This design comes from an exercise in tuning for small area on the open sky130 flow, not from production work.
In this exercise RTL edits were held to simulation tests only and were not proved equivalent to the original.

Setup of run A:
==> flow/design.v <==
package prog_data_mem_pkg;
  typedef enum logic [1:0] {CLEAR, LOAD, RUN} state_t;
  localparam int ADDR_W_DEF = 8;
  localparam int DATA_W_DEF = 8;
  localparam int INS_BYTES_DEF = 2;
  localparam int PROT_LIMIT_DEF = 64;
endpackage
module mem_init_fsm #(
  parameter int ADDR_W = prog_data_mem_pkg::ADDR_W_DEF
) (
  input  logic                       clk,
  input  logic                       rst_n,
  input  logic                       ld_done,
  output prog_data_mem_pkg::state_t  state,
  output logic                       clr,
  output logic                       load,
  output logic                       run
);
  logic [ADDR_W-1:0] ptr;
  prog_data_mem_pkg::state_t nxt;
  always_ff @(posedge clk) begin
    state <= !rst_n ? prog_data_mem_pkg::CLEAR : nxt;
    ptr   <= !rst_n ? '0 : (state == prog_data_mem_pkg::CLEAR ? ptr + 1'b1 : ptr);
  end
  always_comb begin
    nxt  = (state == prog_data_mem_pkg::CLEAR && &ptr) ? prog_data_mem_pkg::LOAD :
           (state == prog_data_mem_pkg::LOAD && ld_done) ? prog_data_mem_pkg::RUN : state;
    clr  = state == prog_data_mem_pkg::CLEAR;
    load = state == prog_data_mem_pkg::LOAD;
    run  = state == prog_data_mem_pkg::RUN;
  end
endmodule
module rd_mux4 (
  input  logic [3:0] d,
  input  logic [1:0] s,
  output logic       y
);
  assign y = d[s];
endmodule
module rd_mux128 (
  input  logic [1023:0] d,
  input  logic [6:0]    a,
  output logic [7:0]    q
);
  for (genvar b = 0; b < 8; b++) begin : g_bit
    logic [31:0] l1;
    logic [7:0]  l2;
    logic [1:0]  l3;
    for (genvar i = 0; i < 32; i++) begin : g_l1
      rd_mux4 u_m (.d({d[(4*i+3)*8+b], d[(4*i+2)*8+b], d[(4*i+1)*8+b], d[(4*i)*8+b]}),
                   .s(a[1:0]), .y(l1[i]));
    end
    for (genvar i = 0; i < 8; i++) begin : g_l2
      rd_mux4 u_m (.d(l1[4*i +: 4]), .s(a[3:2]), .y(l2[i]));
    end
    for (genvar i = 0; i < 2; i++) begin : g_l3
      rd_mux4 u_m (.d(l2[4*i +: 4]), .s(a[5:4]), .y(l3[i]));
    end
    assign q[b] = a[6] ? l3[1] : l3[0];
  end
endmodule
module wr_sel (
  input  logic a, b, a_n, b_n,
  output logic en, en_n
);
  assign en_n = ~(a & b);
  assign en   = ~(a_n | b_n);
endmodule
module wr_hold (
  input  logic wd, q, en, en_n,
  output logic d
);
  assign d = (wd & en) | (q & en_n);
endmodule
module prog_data_mem (
  input  logic        clk,
  input  logic        rst_n,
  input  logic        ld_we,
  input  logic [7:0]  ld_addr,
  input  logic [7:0]  ld_data,
  input  logic        ld_done,
  output logic        ready,
  input  logic        f_req,
  input  logic [7:0]  f_addr,
  output logic [15:0] f_ins,
  output logic        f_valid,
  input  logic        d_re,
  input  logic        d_we,
  input  logic [7:0]  d_addr,
  input  logic [7:0]  d_wdata,
  output logic [7:0]  d_rdata,
  output logic        d_rvalid,
  output logic        d_err
);
  prog_data_mem_pkg::state_t state;
  logic clr, load, run;
  mem_init_fsm u_fsm (
    .clk(clk), .rst_n(rst_n), .ld_done(ld_done),
    .state(state), .clr(clr), .load(load), .run(run)
  );
  assign ready = run;
  logic [7:0] mem [256];
  logic        prot, wen;
  logic [7:0]  waddr, wdata;
  logic [15:0] plo, phi;
  always_comb begin
    prot  = d_addr[7:6] == 2'b00;
    wen   = rst_n && ((load && ld_we) || (run && d_we && !prot));
    waddr = load ? ld_addr : d_addr;
    wdata = clr ? 8'h00 : load ? ld_data : d_wdata;
    for (int i = 0; i < 16; i++) begin
      plo[i] = clr || (wen && waddr[3:0] == 4'(i));
      phi[i] = clr || waddr[7:4] == 4'(i);
    end
  end
  for (genvar i = 0; i < 256; i++) begin : g_word
    logic       en, en_n;
    logic [7:0] nxt;
    wr_sel u_sel (.a(plo[i%16]), .b(phi[i/16]), .a_n(!plo[i%16]), .b_n(!phi[i/16]),
                  .en(en), .en_n(en_n));
    for (genvar b = 0; b < 8; b++) begin : g_bit
      wr_hold u_hold (.wd(wdata[b]), .q(mem[i][b]), .en(en), .en_n(en_n), .d(nxt[b]));
    end
    always_ff @(posedge clk) mem[i] <= nxt;
  end
  logic [6:0]    fk, fke;
  logic [1023:0] bank_e, bank_o;
  logic [7:0]    rd_e, rd_o, rd_de, rd_do, rd_d;
  always_comb begin
    fk  = f_addr[7:1];
    fke = fk + 7'(f_addr[0]);
    for (int i = 0; i < 128; i++) begin
      bank_e[i*8 +: 8] = mem[2*i];
      bank_o[i*8 +: 8] = mem[2*i+1];
    end
    rd_d = d_addr[0] ? rd_do : rd_de;
  end
  rd_mux128 u_rd_e  (.d(bank_e), .a(fke),         .q(rd_e));
  rd_mux128 u_rd_o  (.d(bank_o), .a(fk),          .q(rd_o));
  rd_mux128 u_rd_de (.d(bank_e), .a(d_addr[7:1]), .q(rd_de));
  rd_mux128 u_rd_do (.d(bank_o), .a(d_addr[7:1]), .q(rd_do));
  always_ff @(posedge clk) begin
    if (!rst_n) begin
      f_valid  <= 1'b0;
      d_rvalid <= 1'b0;
      d_err    <= 1'b0;
      f_ins    <= '0;
      d_rdata  <= '0;
    end else begin
      f_valid  <= run && f_req;
      d_rvalid <= run && d_re && !d_we;
      d_err    <= d_we && (load || (run && prot));
      if (run && f_req) f_ins <= f_addr[0] ? {rd_e, rd_o} : {rd_o, rd_e};
      if (run && d_re && !d_we) d_rdata <= rd_d;
    end
  end
endmodule
Settings: LEC_CHECK=0, CAP_MARGIN=20, CORE_MARGIN=2, CORE_UTILIZATION=50, CTS_CLUSTER_DIAMETER=100, CTS_CLUSTER_SIZE=30, SLEW_MARGIN=20, SYNTH_HIERARCHICAL=1; clock period 8.0 ns.
run.sh (not shown) runs the stock make flow with config.mk's settings and CLKGATE_MAP_FILE= SYNTH_SCRIPT=/design/flow/synth_recipe.tcl, a recipe that flattens the netlist after the stock synthesis.
Both conditions hold for run A: the flow ran to the end and the final layout passed the timing, DRC and antenna checks.
> inputs changed (run A -> run B)
- changing CORE_UTILIZATION from 50 to 40
--- outcome ---
- Run B and run A all finish clean.
- Run B vs run A, instance count: run B higher
- When run B is measured against run A, its logic depth of the worst setup path including buffers turns out 1 higher.
- On area taken by multi-input logic gates, run B and run A are basically level.
- Across both runs, total wire length after detailed routing was higher for run B than for run A.

-- port drivers added, routing unchanged --
The results above use ideal ports. As a check the final layouts listed here were re-extracted and re-timed, cells and wires unchanged.
Step 1: set_driving_cell puts a clkbuf_16 on clk and a buf_2 on each other input, an assumption about the parent block.
Step 2 adds t to the input delays and takes it off the output delays; t is the mean of the earliest and latest rising clock arrival at the registers after step 1. Input paths then give back, and output paths get back, about the clock's delay inside the block.
a / b / c = ideal / step 1 / step 2; a / b = the first two.
run	t, ns	setup slack, ns	worst hold slack (ns)	worst setup path at the end
run A	0.855	2.505 / 2.573 / 1.718	0.475 / 0.475 / 0.475	input to register
run B	0.853	2.709 / 2.770 / 1.917	0.483 / 0.483 / 0.483	input to register
After both steps every run listed still meets setup and hold. For run B, which loses most, drivers alone change the setup slack by +0.061 ns; drivers and shift together by -0.792 ns.
